This is an optimization exercise on Yosys and OpenROAD, whose aim is small area, not a production implementation.
In this exercise RTL edits were held to simulation tests only and were not proved equivalent to the original.
No activity file was given, so power comes from the tool's default toggle rates.

==> module sram_fila, before the edit <==
module sram_fila (
   input  logic an,
   input  logic bn,
   output logic sel,
   output logic seln
);
   assign sel = ~(an | bn);
   sram_inv u_inv (.a (sel), .y (seln));
endmodule
==> module sram_inv, before the edit <==
module sram_inv (
   input  logic a,
   output logic y
);
   assign y = ~a;
endmodule
==> module sram_param, before the edit <==
module sram_param
#(
   parameter int unsigned               ANCHO_DATO  = 8,
   parameter int unsigned               ANCHO_DIR   = 8,
   parameter int unsigned               PROFUNDIDAD = 2 ** ANCHO_DIR,
   parameter int unsigned               MODO_RW     = 0,
   parameter logic [ANCHO_DATO-1:0]     VALOR_INI   = '0
) (
   input  logic                  Clk,
   input  logic                  Rst,
   input  logic [ANCHO_DIR-1:0]  Dir,
   input  logic [ANCHO_DATO-1:0] Dato_e,
   input  logic                  We,
   input  logic                  En,
   output logic [ANCHO_DATO-1:0] Dato_s,
   output logic                  Valido,
   output logic                  Listo,
   output logic                  Err
);
   localparam int unsigned AW = sram_pkg::ancho_indice(PROFUNDIDAD);
   localparam int unsigned DW = ANCHO_DATO;
   localparam int unsigned AL = (AW + 1) / 2;       
   localparam int unsigned AH = AW - AL;            
   localparam int unsigned NL = 2 ** AL;
   localparam int unsigned NH = 2 ** AH;
   localparam int unsigned NP = (PROFUNDIDAD + 1) / 2;
   logic                   listo;
   logic                   limpiando;
   logic                   en_rango;
   logic                   fase_q;
   logic [NL-1:0]          pan;
   logic [NH-1:0]          pbn;
   logic [PROFUNDIDAD-1:0] sel, seln;
   logic [DW-1:0]          mem_q [PROFUNDIDAD];
   logic [NP-1:0]          term [DW];
   logic [DW-1:0]          leido_n;
   logic [DW-1:0]          leido;
   logic                   escribe;
   logic [DW-1:0]          nuevo;
   logic [DW-1:0]          d_col;
   logic [DW-1:0]          dato_q;
   logic                   valido_q;
   logic                   err_q;
   sram_limpieza #(
      .PROFUNDIDAD (PROFUNDIDAD),
      .AW          (AW)
   ) u_limpieza (
      .clk   (Clk),
      .rst   (Rst),
      .listo (listo),
      .fase  (fase_q)
   );
   assign limpiando = ~listo;
   assign en_rango  = (32'(Dir) < PROFUNDIDAD);
   always_comb begin
      for (int j = 0; j < NL; j++) begin
         pan[j] = ~(limpiando | (Dir[AL-1:0] == AL'(j)));
      end
      for (int k = 0; k < NH; k++) begin
         if (AH == 0) pbn[k] = 1'b0;
         else         pbn[k] = ~(limpiando | (en_rango && (Dir[AW-1:AL] == (AW-AL)'(k))));
      end
   end
   for (genvar w = 0; w < PROFUNDIDAD; w++) begin : g_pal
      sram_fila u_fila (
         .an   (pan[w % NL]),
         .bn   (pbn[w / NL]),
         .sel  (sel[w]),
         .seln (seln[w])
      );
      for (genvar b = 0; b < DW; b++) begin : g_bit
         sram_celda u_celda (
            .clk  (Clk),
            .sel  (sel[w]),
            .seln (seln[w]),
            .d    (d_col[b]),
            .q    (mem_q[w][b])
         );
      end
   end
   for (genvar b = 0; b < DW; b++) begin : g_lee
      for (genvar p = 0; p < NP; p++) begin : g_par
         if (2 * p + 1 < PROFUNDIDAD) begin : g_dos
            sram_par u_par (
               .seln0 (seln[2*p]),
               .q0    (mem_q[2*p][b]),
               .seln1 (seln[2*p+1]),
               .q1    (mem_q[2*p+1][b]),
               .y     (term[b][p])
            );
         end else begin : g_uno
            assign term[b][p] = ~(seln[2*p] | mem_q[2*p][b]);
         end
      end
      sram_or #(.N(NP)) u_or (
         .y (term[b]),
         .o (leido_n[b])
      );
   end
   assign leido = ~leido_n ^ {DW{fase_q}};
   assign escribe = limpiando | (En & We & en_rango);
   assign nuevo   = limpiando ? VALOR_INI : Dato_e;
   assign d_col   = escribe ? (nuevo ^ {DW{fase_q}}) : ~leido_n;
   always_ff @(posedge Clk) begin
      if (Rst) begin
         dato_q   <= '0;
         valido_q <= 1'b0;
         err_q    <= 1'b0;
      end else begin
         valido_q <= 1'b0;
         err_q    <= 1'b0;
         if (listo && En) begin
            if (en_rango) begin
               valido_q <= 1'b1;
               if (We && (MODO_RW == sram_pkg::MODO_ESCRIBIR_PRIMERO)) begin
                  dato_q <= Dato_e;
               end else begin
                  dato_q <= leido;
               end
            end else begin
               dato_q <= VALOR_INI;
               err_q  <= 1'b1;
            end
         end
      end
   end
   assign Dato_s = dato_q;
   assign Valido = valido_q;
   assign Listo  = listo;
   assign Err    = err_q;
endmodule
Settings: LEC_CHECK=0, CAP_MARGIN=5, CORE_MARGIN=2, CORE_UTILIZATION=70, CTS_BUF_LIST=sky130_fd_sc_hd__clkbuf_4, CTS_CLUSTER_DIAMETER=50, CTS_CLUSTER_SIZE=10, PLACE_DENSITY=0.8, SLEW_MARGIN=5, SYNTH_HIERARCHICAL=1; clock period 8.0 ns.
run.sh (not shown) runs the stock make flow with config.mk's settings and CLKGATE_MAP_FILE= SYNTH_SCRIPT=/design/flow/synth_recipe.tcl, a recipe that flattens the netlist after the stock synthesis.
Change:
--- a/flow/design.v
+++ b/flow/design.v
@@ -44,21 +44,17 @@
       q <= ~((sel | q) & (seln | d));
    end
 endmodule
 module sram_fila (
+   input  logic a,
    input  logic an,
+   input  logic b,
    input  logic bn,
    output logic sel,
    output logic seln
 );
-   assign sel = ~(an | bn);
-   sram_inv u_inv (.a (sel), .y (seln));
-endmodule
-module sram_inv (
-   input  logic a,
-   output logic y
-);
-   assign y = ~a;
+   assign sel  = ~(an | bn);
+   assign seln = ~(a & b);
 endmodule
 module sram_par (
    input  logic seln0,
    input  logic q0,
@@ -135,10 +131,10 @@
    logic                   listo;
    logic                   limpiando;
    logic                   en_rango;
    logic                   fase_q;
-   logic [NL-1:0]          pan;
-   logic [NH-1:0]          pbn;
+   logic [NL-1:0]          pa, pan;
+   logic [NH-1:0]          pb, pbn;
    logic [PROFUNDIDAD-1:0] sel, seln;
    logic [DW-1:0]          mem_q [PROFUNDIDAD];
    logic [NP-1:0]          term [DW];
    logic [DW-1:0]          leido_n;
@@ -161,18 +157,22 @@
    assign limpiando = ~listo;
    assign en_rango  = (32'(Dir) < PROFUNDIDAD);
    always_comb begin
       for (int j = 0; j < NL; j++) begin
-         pan[j] = ~(limpiando | (Dir[AL-1:0] == AL'(j)));
+         pa[j]  = limpiando | (Dir[AL-1:0] == AL'(j));
+         pan[j] = ~pa[j];
       end
       for (int k = 0; k < NH; k++) begin
-         if (AH == 0) pbn[k] = 1'b0;
-         else         pbn[k] = ~(limpiando | (en_rango && (Dir[AW-1:AL] == (AW-AL)'(k))));
+         if (AH == 0) pb[k] = 1'b1;
+         else         pb[k] = limpiando | (en_rango && (Dir[AW-1:AL] == (AW-AL)'(k)));
+         pbn[k] = ~pb[k];
       end
    end
    for (genvar w = 0; w < PROFUNDIDAD; w++) begin : g_pal
       sram_fila u_fila (
+         .a    (pa[w % NL]),
          .an   (pan[w % NL]),
+         .b    (pb[w / NL]),
          .bn   (pbn[w / NL]),
          .sel  (sel[w]),
          .seln (seln[w])
       );
What happened: Clock skew is lower by 0.013 ns. Worst setup slack gains 0.82 ns. Maximum frequency increases by 13%. Register-to-register slack improves by 0.15 ns. Routed wire length is higher by 8.9%. Non-clock buffer count decreases by 105. Clock-buffer cell count grows by 7. Final cell count went down by 0.82%. Die area barely changes. Synthesized cell count grows by 0.57%. Utilization goes down by 1.3 points. Total power decreases by 0.54%.

-- afterwards: timing with drivers on the ports --
Ports are ideal in the flow. The routed layouts listed here were re-timed in OpenROAD.
Step 1 sets driving cells, clkbuf_16 on the clock port and buf_2 on the other inputs (assumed; they add their load-dependent delay and slew).
Step 2 also shifts input and output timing later by t, the mid clock arrival at the registers, as if the neighbouring blocks saw the same clock.
a / b / c = ideal / step 1 / step 2; a / b = the first two.
| run | shift t [ns] | setup slack, ns | slew at the worst register clock pin (ns) | worst slew at a driven data input, ns |
|---|---|---|---|---|
| the first run | 1.287 | 0.866 / 0.885 / -0.402 | 0.12 / 0.12 | 0.07 |
| the second run | 1.289 | 1.685 / 1.725 / 0.436 | 0.12 / 0.12 | 0.11 |
With both steps, setup timing fails in the first run, where it was met with ideal ports. For the first run, which loses most, drivers alone change the setup slack by +0.019 ns; drivers and shift together by -1.268 ns.
